This is an optimization exercise on Yosys and OpenROAD, whose aim is small area and few clock cycles, not a production implementation.
Only simulation tests tie the RTL to the original design; equivalence was not proved.
Power figures rest on the tool's default switching activity, not on a simulated workload.

==> v20 <==
==> flow/design.v <==
module regFile (
	input  logic Clock_not,
	input  logic rstN,
	input  logic writeEn,
	input  logic [3:0] writeAddr,
	input  logic [13:0] writeData,
	input  logic [3:0] readAddrA,
	input  logic [3:0] readAddrB,
	output logic [13:0] readDataA,
	output logic [13:0] readDataB
);
	logic [13:0] regs [0:15];
	logic [15:0] written;
	always_ff @(posedge Clock_not or negedge rstN) begin
		if (!rstN) begin
			written <= '0;
		end else if (writeEn) begin
			written[writeAddr] <= 1'b1;
		end
	end
	always_ff @(posedge Clock_not) begin
		if (writeEn) begin
			regs[writeAddr] <= writeData;
		end
	end
	always_comb begin
		readDataA = '0;
		readDataB = '0;
		for (int i = 0; i < 16; i++) begin
			readDataA = readDataA | (regs[i] & {14{written[i] && readAddrA == 4'(i)}});
			readDataB = readDataB | (regs[i] & {14{written[i] && readAddrB == 4'(i)}});
		end
	end
endmodule
module operandStage (
	input  logic Clock_not,
	input  logic rstN,
	input  logic instValid,
	input  logic [13:0] inst,
	input  logic [4:0] switches,
	input  logic outValid,
	input  logic outReady,
	output logic instReady,
	output logic exec,
	output logic [5:0] opcode,
	output logic [3:0] ri,
	output logic [3:0] rj,
	output logic [4:0] sw,
	output logic isOut
);
	localparam logic [5:0] OpOut = 6'b011100;
	logic irValid;
	logic [13:0] ir;
	always_ff @(posedge Clock_not or negedge rstN) begin
		if (!rstN) begin
			irValid <= 1'b0;
		end else begin
			irValid <= instValid & instReady;
		end
	end
	always_ff @(posedge Clock_not) begin
		ir <= inst;
		sw <= switches;
	end
	assign exec = irValid;
	assign opcode = ir[13:8];
	assign ri = ir[7:4];
	assign rj = ir[3:0];
	assign isOut = irValid & (opcode == OpOut);
	assign instReady = ~((inst[13:8] == OpOut) & (isOut | (outValid & ~outReady)));
endmodule
module aluStage (
	input  logic [5:0] opcode,
	input  logic [3:0] rj,
	input  logic [13:0] a,        
	input  logic [13:0] b,        
	input  logic [4:0] switches,
	input  logic [11:0] status,
	output logic writeReg,
	output logic [13:0] res,
	output logic [11:0] nextStatus
);
	localparam logic [5:0] OpCpy  = 6'b000010;
	localparam logic [5:0] OpAdd  = 6'b000101;
	localparam logic [5:0] OpSub  = 6'b000110;
	localparam logic [5:0] OpAddc = 6'b000111;
	localparam logic [5:0] OpSubc = 6'b001000;
	localparam logic [5:0] OpNot  = 6'b001011;
	localparam logic [5:0] OpAnd  = 6'b001100;
	localparam logic [5:0] OpOr   = 6'b001101;
	localparam logic [5:0] OpXor  = 6'b001110;
	localparam logic [5:0] OpSrl  = 6'b001111;
	localparam logic [5:0] OpSra  = 6'b010000;
	localparam logic [5:0] OpRotl = 6'b010001;
	localparam logic [5:0] OpRotr = 6'b010010;
	localparam logic [5:0] OpRrc  = 6'b010101;
	localparam logic [5:0] OpVadd = 6'b010111;
	localparam logic [5:0] OpVsub = 6'b011000;
	localparam logic [5:0] OpIn   = 6'b011011;
	logic isCpy, isAdd, isSub, isAddc, isSubc, isNot, isAnd, isOr, isXor;
	logic isSrl, isSra, isRotl, isRotr, isRrc, isVadd, isVsub, isIn;
	logic isArith, isScalar, isVec, isLogic, isRight, inv, cin;
	logic [13:0] op2;     
	logic [13:0] op2x;    
	logic [13:0] p;
	logic [13:0] g;
	logic [7:0] gl, pl;
	logic [6:0] gh, ph;
	logic [6:0] cHi;
	logic [13:0] carry;
	logic hiCin, loCout, hiCout;
	logic [13:0] sum;
	logic [13:0] t;       
	logic [13:0] zb;
	logic zLo, zHiVec, zHiScalar;
	logic [13:0] logicRes;
	logic [1:0] s;
	logic [16:0] wr;      
	logic [6:0] shSel;    
	logic [13:0] shRes;
	assign isCpy  = (opcode == OpCpy);
	assign isAdd  = (opcode == OpAdd);
	assign isSub  = (opcode == OpSub);
	assign isAddc = (opcode == OpAddc);
	assign isSubc = (opcode == OpSubc);
	assign isNot  = (opcode == OpNot);
	assign isAnd  = (opcode == OpAnd);
	assign isOr   = (opcode == OpOr);
	assign isXor  = (opcode == OpXor);
	assign isSrl  = (opcode == OpSrl);
	assign isSra  = (opcode == OpSra);
	assign isRotl = (opcode == OpRotl);
	assign isRotr = (opcode == OpRotr);
	assign isRrc  = (opcode == OpRrc);
	assign isVadd = (opcode == OpVadd);
	assign isVsub = (opcode == OpVsub);
	assign isIn   = (opcode == OpIn);
	assign isScalar = isAdd | isSub | isAddc | isSubc;
	assign isVec = isVadd | isVsub;
	assign isArith = isScalar | isVec;
	assign isLogic = isNot | isAnd | isOr | isXor;
	assign isRight = isSrl | isSra | isRotr | isRrc;
	assign cin = isSub | isSubc | isVsub;
	assign inv = cin | isNot;
	assign op2 = (isAddc | isSubc) ? {10'b0, rj} : (isNot ? 14'd0 : b);
	assign op2x = op2 ^ {14{inv}};
	assign p = a ^ op2x;
	assign g = a & op2x;
	always_comb begin
		gl = {g[6:0], cin};
		pl = {p[6:0], 1'b0};
		gh = g[13:7];
		ph = p[13:7];
		for (int l = 0; l < 3; l++) begin
			for (int i = 0; i < 8; i++) begin
				if ((i >> l) & 1) begin
					gl[i] = gl[i] | (pl[i] & gl[((i >> l) << l) - 1]);
					pl[i] = pl[i] & pl[((i >> l) << l) - 1];
				end
			end
			for (int i = 0; i < 7; i++) begin
				if ((i >> l) & 1) begin
					gh[i] = gh[i] | (ph[i] & gh[((i >> l) << l) - 1]);
					ph[i] = ph[i] & ph[((i >> l) << l) - 1];
				end
			end
		end
	end
	assign hiCin = isVec ? cin : gl[7];
	assign cHi = gh | (ph & {7{hiCin}});    
	assign carry = {cHi[5:0], hiCin, gl[6:0]};
	assign sum = p ^ carry;
	assign loCout = gl[7];
	assign hiCout = cHi[6];
	assign t = {a[12:0] | op2x[12:0], cin};
	assign zb = ~(p ^ t);
	assign zLo = &zb[6:0];
	assign zHiScalar = &zb[13:7];
	assign zHiVec = ~(p[7] ^ cin) & (&zb[13:8]);
	assign logicRes = ({14{isXor | isNot | isOr}} & p) | ({14{isAnd | isOr}} & g);
	assign s = rj[1:0];
	always_comb begin
		wr[13:0] = a;
		case (1'b1)
			isSra:  wr[16:14] = {3{a[13]}};
			isRotr: wr[16:14] = a[2:0];
			isRrc:  wr[16:14] = {a[1:0], status[11]};
			default: wr[16:14] = 3'b000;
		endcase
	end
	assign shSel[3] = (isRight | isRotl) & (s == 2'd0);
	assign shSel[4] = isRight & (s == 2'd1);
	assign shSel[5] = isRight & (s == 2'd2);
	assign shSel[6] = isRight & (s == 2'd3);
	assign shSel[2] = isRotl & (s == 2'd1);
	assign shSel[1] = isRotl & (s == 2'd2);
	assign shSel[0] = isRotl & (s == 2'd3);
	always_comb begin
		for (int i = 0; i < 14; i++) begin
			shRes[i] = (shSel[0] & a[(i + 11) % 14]) | (shSel[1] & a[(i + 12) % 14]) |
				(shSel[2] & a[(i + 13) % 14]) | (shSel[3] & a[i]) |
				(shSel[4] & wr[i + 1]) | (shSel[5] & wr[i + 2]) | (shSel[6] & wr[i + 3]);
		end
	end
	assign res = ({14{isArith}} & sum) | logicRes | shRes | ({14{isCpy}} & b) |
		{9'b0, {5{isIn}} & switches};
	assign writeReg = isArith | isLogic | isRight | isRotl | isCpy | isIn;
	always_comb begin
		nextStatus = status;
		if (isScalar) begin
			nextStatus[11] = hiCout ^ cin;
			nextStatus[10] = sum[13];
			nextStatus[9] = (a[13] ~^ op2[13]) & (a[13] ^ sum[13]);
			nextStatus[8] = zLo & zHiScalar;
		end
		if (isLogic) begin
			nextStatus[10] = logicRes[13];
			nextStatus[8] = (logicRes == 14'd0);
		end
		if (isRrc) begin
			case (s)
				2'd0: nextStatus[11] = status[11];
				2'd1: nextStatus[11] = a[0];
				2'd2: nextStatus[11] = a[1];
				default: nextStatus[11] = a[2];
			endcase
		end
		if (isVec) begin
			nextStatus[7] = hiCout ^ cin;
			nextStatus[6] = sum[13];
			nextStatus[5] = (a[13] ~^ op2[13]) & (a[13] ^ sum[13]);
			nextStatus[4] = zHiVec;
			nextStatus[3] = loCout ^ cin;
			nextStatus[2] = sum[6];
			nextStatus[1] = (a[6] ~^ op2[6]) & (a[6] ^ sum[6]);
			nextStatus[0] = zLo;
		end
	end
endmodule
module retireStage (
	input  logic Clock_not,
	input  logic rstN,
	input  logic exec,
	input  logic isOut,
	input  logic [13:0] outData,
	input  logic [11:0] nextStatus,
	input  logic outReady,
	output logic [11:0] status,
	output logic outValid,
	output logic [25:0] outBeat
);
	always_ff @(posedge Clock_not or negedge rstN) begin
		if (!rstN) begin
			status <= '0;
		end else if (exec) begin
			status <= nextStatus;
		end
	end
	always_ff @(posedge Clock_not or negedge rstN) begin
		if (!rstN) begin
			outValid <= 1'b0;
		end else if (isOut) begin
			outValid <= 1'b1;
		end else if (outReady) begin
			outValid <= 1'b0;
		end
	end
	always_ff @(posedge Clock_not) begin
		if (isOut) begin
			outBeat <= {outData, status};
		end
	end
endmodule
module risc14Core (
	input  logic Clock_not,
	input  logic rstN,
	input  logic instValid,
	input  logic [13:0] inst,
	output logic instReady,
	input  logic [4:0] switches,
	output logic outValid,
	output logic [25:0] outBeat,
	input  logic outReady
);
	logic exec;
	logic [5:0] opcode;
	logic [3:0] ri;
	logic [3:0] rj;
	logic [4:0] sw;
	logic isOut;
	logic writeReg;
	logic [13:0] readDataA;
	logic [13:0] readDataB;
	logic [13:0] res;
	logic [11:0] status;
	logic [11:0] nextStatus;
	operandStage operandStage_inst (
		.Clock_not(Clock_not), .rstN(rstN), .instValid(instValid), .inst(inst),
		.switches(switches), .outValid(outValid), .outReady(outReady),
		.instReady(instReady), .exec(exec), .opcode(opcode), .ri(ri), .rj(rj),
		.sw(sw), .isOut(isOut)
	);
	regFile regFile_inst (
		.Clock_not(Clock_not), .rstN(rstN),
		.writeEn(exec & writeReg), .writeAddr(ri), .writeData(res),
		.readAddrA(ri), .readAddrB(rj),
		.readDataA(readDataA), .readDataB(readDataB)
	);
	aluStage aluStage_inst (
		.opcode(opcode), .rj(rj), .a(readDataA), .b(readDataB),
		.switches(sw), .status(status),
		.writeReg(writeReg), .res(res), .nextStatus(nextStatus)
	);
	retireStage retireStage_inst (
		.Clock_not(Clock_not), .rstN(rstN), .exec(exec), .isOut(isOut),
		.outData(readDataA), .nextStatus(nextStatus), .outReady(outReady),
		.status(status), .outValid(outValid), .outBeat(outBeat)
	);
endmodule
==> flow/run.sh <==
#!/bin/bash
# synth_recipe.tcl (not shown) runs the flow's synth.tcl, then flattens the netlist and writes it again
# the make line also repeats each setting of config.mk as NAME=value (left out here)
make -C /OpenROAD-flow-scripts/flow DESIGN_CONFIG=/design/flow/config.mk WORK_HOME=/design/flow/orfs CLKGATE_MAP_FILE= SYNTH_SCRIPT=/design/flow/synth_recipe.tcl finish
==> flow/config.mk <==
export PLATFORM = sky130hd
export DESIGN_NAME = risc14Core
export DESIGN_NICKNAME = risc14Core
export VERILOG_FILES = /design/flow/design.v
export SDC_FILE = /design/flow/constraint.sdc
export NUM_CORES = 4
export LEC_CHECK = 0
export CAP_MARGIN = 20
export CORE_MARGIN = 2
export CORE_UTILIZATION = 40
export SLEW_MARGIN = 20
==> flow/constraint.sdc <==
create_clock -name core_clock -period 5.0 [get_ports {Clock_not}]
set_input_delay 1.0000 -clock core_clock [delete_from_list [all_inputs] [get_ports {Clock_not}]]
set_output_delay 1.0000 -clock core_clock [all_outputs]
set_load 0.01 [all_outputs]
==> v35: changes against v20 <==
--- a/flow/design.v
+++ b/flow/design.v
@@ -104,10 +104,12 @@
 	logic [13:0] op2x;    
 	logic [13:0] p;
 	logic [13:0] g;
-	logic [7:0] gl, pl;
-	logic [6:0] gh, ph;
-	logic [6:0] cHi;
-	logic [13:0] carry;
+	logic [3:0] sL0;
+	logic [4:0] sL1n, sL1c, sL1;
+	logic [3:0] sH0n, sH0c;
+	logic [4:0] sH1n, sH1c;
+	logic [7:0] hiN, hiC;
+	logic [7:0] sumHi;
 	logic hiCin, loCout, hiCout;
 	logic [13:0] sum;
 	logic [13:0] t;       
@@ -146,32 +148,21 @@
 	assign op2x = op2 ^ {14{inv}};
 	assign p = a ^ op2x;
 	assign g = a & op2x;
-	always_comb begin
-		gl = {g[6:0], cin};
-		pl = {p[6:0], 1'b0};
-		gh = g[13:7];
-		ph = p[13:7];
-		for (int l = 0; l < 3; l++) begin
-			for (int i = 0; i < 8; i++) begin
-				if ((i >> l) & 1) begin
-					gl[i] = gl[i] | (pl[i] & gl[((i >> l) << l) - 1]);
-					pl[i] = pl[i] & pl[((i >> l) << l) - 1];
-				end
-			end
-			for (int i = 0; i < 7; i++) begin
-				if ((i >> l) & 1) begin
-					gh[i] = gh[i] | (ph[i] & gh[((i >> l) << l) - 1]);
-					ph[i] = ph[i] & ph[((i >> l) << l) - 1];
-				end
-			end
-		end
-	end
-	assign hiCin = isVec ? cin : gl[7];
-	assign cHi = gh | (ph & {7{hiCin}});    
-	assign carry = {cHi[5:0], hiCin, gl[6:0]};
-	assign sum = p ^ carry;
-	assign loCout = gl[7];
-	assign hiCout = cHi[6];
+	assign sL0 = {1'b0, a[2:0]} + {1'b0, op2x[2:0]} + {3'b0, cin};
+	assign sL1n = {1'b0, a[6:3]} + {1'b0, op2x[6:3]};
+	assign sL1c = {1'b0, a[6:3]} + {1'b0, op2x[6:3]} + 5'd1;
+	assign sH0n = {1'b0, a[9:7]} + {1'b0, op2x[9:7]};
+	assign sH0c = {1'b0, a[9:7]} + {1'b0, op2x[9:7]} + 4'd1;
+	assign sH1n = {1'b0, a[13:10]} + {1'b0, op2x[13:10]};
+	assign sH1c = {1'b0, a[13:10]} + {1'b0, op2x[13:10]} + 5'd1;
+	assign sL1 = sL0[3] ? sL1c : sL1n;
+	assign hiN = sH0n[3] ? {sH1c, sH0n[2:0]} : {sH1n, sH0n[2:0]};   
+	assign hiC = sH0c[3] ? {sH1c, sH0c[2:0]} : {sH1n, sH0c[2:0]};   
+	assign hiCin = isVec ? cin : sL1[4];
+	assign sumHi = hiCin ? hiC : hiN;
+	assign sum = {sumHi[6:0], sL1[3:0], sL0[2:0]};
+	assign loCout = sL1[4];
+	assign hiCout = sumHi[7];
 	assign t = {a[12:0] | op2x[12:0], cin};
 	assign zb = ~(p ^ t);
 	assign zLo = &zb[6:0];
==> flow/flow/run.sh (new file) <==
#!/bin/bash
# Layout flow: the standard flow (standard.sh), except that synthesis maps
# the logic with the ABC script in abc.script instead of ORFS's speed script,
# and does not extract full/half-adder cells first, so ABC maps the adders
# together with the rest of the logic. The registers, their names and cell
# types are those of the standard synthesis. The port buffers that placement
# adds start as the smallest buffer; repair sizes them up where timing needs.
set -euo pipefail
W=$(pwd)
rm -rf "$W/scripts_abc"
cp -r "$FLOW_HOME/scripts" "$W/scripts_abc"
cp "$W/flow/abc.script" "$W/scripts_abc/abc_speed.script"
bash "$W/standard.sh" SCRIPTS_DIR="$W/scripts_abc" ADDER_MAP_FILE= synth > "$W/synth.log" 2>&1
bash "$W/standard.sh" BUFFER_PORTS_ARGS="-buffer_cell sky130_fd_sc_hd__buf_1" finish > "$W/layout.log" 2>&1
==> flow/flow/abc.script (new file) <==
strash
ifraig
dc2
strash
&get -n
&dch -f
&nf -R 1000 -a
&put
==> flow/standard.sh (new file) <==
#!/bin/bash
# synth_recipe.tcl (not shown) runs the flow's synth.tcl, then flattens the netlist and writes it again
# the make line also repeats each setting of config.mk as NAME=value (left out here)
make -C /OpenROAD-flow-scripts/flow DESIGN_CONFIG=/design/flow/config.mk WORK_HOME=/design/flow/orfs CLKGATE_MAP_FILE= SYNTH_SCRIPT=/design/flow/synth_recipe.tcl "${@:-finish}"
--- a/flow/config.mk
+++ b/flow/config.mk
@@ -7,5 +7,10 @@
 export LEC_CHECK = 0
 export CAP_MARGIN = 20
 export CORE_MARGIN = 2
-export CORE_UTILIZATION = 40
+export CORE_UTILIZATION = 60
+export CTS_BUF_LIST = sky130_fd_sc_hd__clkbuf_16
+export CTS_CLUSTER_DIAMETER = 80
+export CTS_CLUSTER_SIZE = 30
+export GPL_TIMING_DRIVEN = 0
+export SETUP_SLACK_MARGIN = 0.05
 export SLEW_MARGIN = 20
removed: flow/run.sh
==> v26: changes against v20 <==
--- a/flow/design.v
+++ b/flow/design.v
@@ -104,15 +104,15 @@
 	logic [13:0] op2x;    
 	logic [13:0] p;
 	logic [13:0] g;
-	logic [7:0] gl, pl;
-	logic [6:0] gh, ph;
-	logic [6:0] cHi;
-	logic [13:0] carry;
+	logic [3:0] sL0;
+	logic [4:0] sL1n, sL1c, sL1;
+	logic [3:0] sH0n, sH0c;
+	logic [4:0] sH1n, sH1c;
+	logic [7:0] hiN, hiC;
+	logic [7:0] sumHi;
 	logic hiCin, loCout, hiCout;
 	logic [13:0] sum;
-	logic [13:0] t;       
-	logic [13:0] zb;
-	logic zLo, zHiVec, zHiScalar;
+	logic zLo, zHi;
 	logic [13:0] logicRes;
 	logic [1:0] s;
 	logic [16:0] wr;      
@@ -146,37 +146,21 @@
 	assign op2x = op2 ^ {14{inv}};
 	assign p = a ^ op2x;
 	assign g = a & op2x;
-	always_comb begin
-		gl = {g[6:0], cin};
-		pl = {p[6:0], 1'b0};
-		gh = g[13:7];
-		ph = p[13:7];
-		for (int l = 0; l < 3; l++) begin
-			for (int i = 0; i < 8; i++) begin
-				if ((i >> l) & 1) begin
-					gl[i] = gl[i] | (pl[i] & gl[((i >> l) << l) - 1]);
-					pl[i] = pl[i] & pl[((i >> l) << l) - 1];
-				end
-			end
-			for (int i = 0; i < 7; i++) begin
-				if ((i >> l) & 1) begin
-					gh[i] = gh[i] | (ph[i] & gh[((i >> l) << l) - 1]);
-					ph[i] = ph[i] & ph[((i >> l) << l) - 1];
-				end
-			end
-		end
-	end
-	assign hiCin = isVec ? cin : gl[7];
-	assign cHi = gh | (ph & {7{hiCin}});    
-	assign carry = {cHi[5:0], hiCin, gl[6:0]};
-	assign sum = p ^ carry;
-	assign loCout = gl[7];
-	assign hiCout = cHi[6];
-	assign t = {a[12:0] | op2x[12:0], cin};
-	assign zb = ~(p ^ t);
-	assign zLo = &zb[6:0];
-	assign zHiScalar = &zb[13:7];
-	assign zHiVec = ~(p[7] ^ cin) & (&zb[13:8]);
+	assign sL0 = {1'b0, a[2:0]} + {1'b0, op2x[2:0]} + {3'b0, cin};
+	assign sL1n = {1'b0, a[6:3]} + {1'b0, op2x[6:3]};
+	assign sL1c = {1'b0, a[6:3]} + {1'b0, op2x[6:3]} + 5'd1;
+	assign sH0n = {1'b0, a[9:7]} + {1'b0, op2x[9:7]};
+	assign sH0c = {1'b0, a[9:7]} + {1'b0, op2x[9:7]} + 4'd1;
+	assign sH1n = {1'b0, a[13:10]} + {1'b0, op2x[13:10]};
+	assign sH1c = {1'b0, a[13:10]} + {1'b0, op2x[13:10]} + 5'd1;
+	assign sL1 = sL0[3] ? sL1c : sL1n;
+	assign hiN = sH0n[3] ? {sH1c, sH0n[2:0]} : {sH1n, sH0n[2:0]};   
+	assign hiC = sH0c[3] ? {sH1c, sH0c[2:0]} : {sH1n, sH0c[2:0]};   
+	assign hiCin = isVec ? cin : sL1[4];
+	assign sumHi = hiCin ? hiC : hiN;
+	assign sum = {sumHi[6:0], sL1[3:0], sL0[2:0]};
+	assign loCout = sL1[4];
+	assign hiCout = sumHi[7];
 	assign logicRes = ({14{isXor | isNot | isOr}} & p) | ({14{isAnd | isOr}} & g);
 	assign s = rj[1:0];
 	always_comb begin
@@ -205,17 +189,19 @@
 	assign res = ({14{isArith}} & sum) | logicRes | shRes | ({14{isCpy}} & b) |
 		{9'b0, {5{isIn}} & switches};
 	assign writeReg = isArith | isLogic | isRight | isRotl | isCpy | isIn;
+	assign zLo = (res[6:0] == 7'd0);
+	assign zHi = (res[13:7] == 7'd0);
 	always_comb begin
 		nextStatus = status;
 		if (isScalar) begin
 			nextStatus[11] = hiCout ^ cin;
 			nextStatus[10] = sum[13];
 			nextStatus[9] = (a[13] ~^ op2[13]) & (a[13] ^ sum[13]);
-			nextStatus[8] = zLo & zHiScalar;
+			nextStatus[8] = zLo & zHi;
 		end
 		if (isLogic) begin
-			nextStatus[10] = logicRes[13];
-			nextStatus[8] = (logicRes == 14'd0);
+			nextStatus[10] = res[13];
+			nextStatus[8] = zLo & zHi;
 		end
 		if (isRrc) begin
 			case (s)
@@ -229,7 +215,7 @@
 			nextStatus[7] = hiCout ^ cin;
 			nextStatus[6] = sum[13];
 			nextStatus[5] = (a[13] ~^ op2[13]) & (a[13] ^ sum[13]);
-			nextStatus[4] = zHiVec;
+			nextStatus[4] = zHi;
 			nextStatus[3] = loCout ^ cin;
 			nextStatus[2] = sum[6];
 			nextStatus[1] = (a[6] ~^ op2[6]) & (a[6] ^ sum[6]);
==> flow/flow/run.sh (new file) <==
#!/bin/bash
# Layout flow: the standard flow (standard.sh), except that synthesis maps
# the logic with the ABC script in abc.script instead of ORFS's speed script,
# and does not extract full/half-adder cells first, so ABC maps the adders
# together with the rest of the logic. The registers, their names and cell
# types are those of the standard synthesis. The port buffers that placement
# adds start as the smallest buffer; repair sizes them up where timing needs.
set -euo pipefail
W=$(pwd)
rm -rf "$W/scripts_abc"
cp -r "$FLOW_HOME/scripts" "$W/scripts_abc"
cp "$W/flow/abc.script" "$W/scripts_abc/abc_speed.script"
bash "$W/standard.sh" SCRIPTS_DIR="$W/scripts_abc" ADDER_MAP_FILE= synth > "$W/synth.log" 2>&1
bash "$W/standard.sh" BUFFER_PORTS_ARGS="-buffer_cell sky130_fd_sc_hd__buf_1" finish > "$W/layout.log" 2>&1
==> flow/flow/abc.script (new file) <==
strash
ifraig
dc2
strash
&get -n
&dch -f
&nf -R 1000 -a
&put
==> flow/standard.sh (new file) <==
#!/bin/bash
# synth_recipe.tcl (not shown) runs the flow's synth.tcl, then flattens the netlist and writes it again
# the make line also repeats each setting of config.mk as NAME=value (left out here)
make -C /OpenROAD-flow-scripts/flow DESIGN_CONFIG=/design/flow/config.mk WORK_HOME=/design/flow/orfs CLKGATE_MAP_FILE= SYNTH_SCRIPT=/design/flow/synth_recipe.tcl "${@:-finish}"
--- a/flow/config.mk
+++ b/flow/config.mk
@@ -7,5 +7,10 @@
 export LEC_CHECK = 0
 export CAP_MARGIN = 20
 export CORE_MARGIN = 2
-export CORE_UTILIZATION = 40
+export CORE_UTILIZATION = 60
+export CTS_BUF_LIST = sky130_fd_sc_hd__clkbuf_16
+export CTS_CLUSTER_DIAMETER = 80
+export CTS_CLUSTER_SIZE = 30
+export GPL_TIMING_DRIVEN = 0
+export SETUP_SLACK_MARGIN = 0.15
 export SLEW_MARGIN = 20
removed: flow/run.sh
==> qor summary <==
	v26	v35	v20
Destination of the critical timing path	retireStage_inst.status[9]$_DFFE_PN0P_	regFile_inst.regs[15][12]$_DFFE_PP_	regFile_inst.regs[11][12]$_DFFE_PP_
Final critical-path required period	5.06 ns	4.87 ns	4.81 ns
Number of ordinary and repair buffers in the finished layout	166	100	296
Compound-cell area share of the yosys netlist	0.191	0.181	0.199
Multi-input gate area in the final layout	0.00537 mm2	0.00521 mm2	0.00609 mm2
Most numerous cell on the critical path	sky130_fd_sc_hd__buf_4	-	sky130_fd_sc_hd__buf_4
Adder-cell share of the synthesized area	0.00151	0	0.0363
Setup total negative slack	-0.161 ns	0 ns	0 ns
Total via count after detailed routing	11,600	11,100	12,600
Timing-limited maximum frequency	198 MHz	206 MHz	208 MHz
Largest net degree at the start of global routing	32	32	31
Ant. Diodes	1	0	1
Cell Int Power	3.78 mW	3.78 mW	4.92 mW
Seq area share	0.540	0.562	0.453
Switching fraction of total power	0.289	0.276	0.268
Switching pwr	1.54 mW	1.44 mW	1.81 mW
Post-Route Utilization	0.737	0.704	0.521
Required time of the worst setup path	5.43 ns	5.36 ns	5.27 ns
Result of the run	complete, but fails checks	timing/DRC/antenna clean	timing/DRC/antenna clean
Violated checks	negative setup slack	-	-
Testbench counts of v20, summed over its fixed seeds: cycles 32,614.
Testbench counts of v35, summed over its fixed seeds: cycles 32,614.
Testbench counts of v26, summed over its fixed seeds: cycles 32,614.

separate check: timing with driven ports:
In the flow no input, the clock included, has a driving cell. The finished layouts below were timed again as built, in two steps.
Step 1: set_driving_cell puts a clkbuf_16 on Clock_not and a buf_2 on each other input, an assumption about the parent block.
Step 2 times the ports against the registers' clock, not the clock port: input delays grow and output delays shrink by t, the midpoint of the rising clock arrivals with the driver on.
a / b / c = ideal / step 1 / step 2; a / b = the first two.
run | t (ns) | slack for setup (ns) | hold WS [ns]
v20 | 0.587 | 0.185 / 0.185 / 0.185 | 0.443 / 0.443 / 0.443
v35 | 0.558 | 0.134 / 0.134 / 0.134 | 0.307 / 0.282 / 0.450
v26 | 0.569 | -0.061 / -0.061 / -0.061 | 0.453 / 0.453 / 0.453
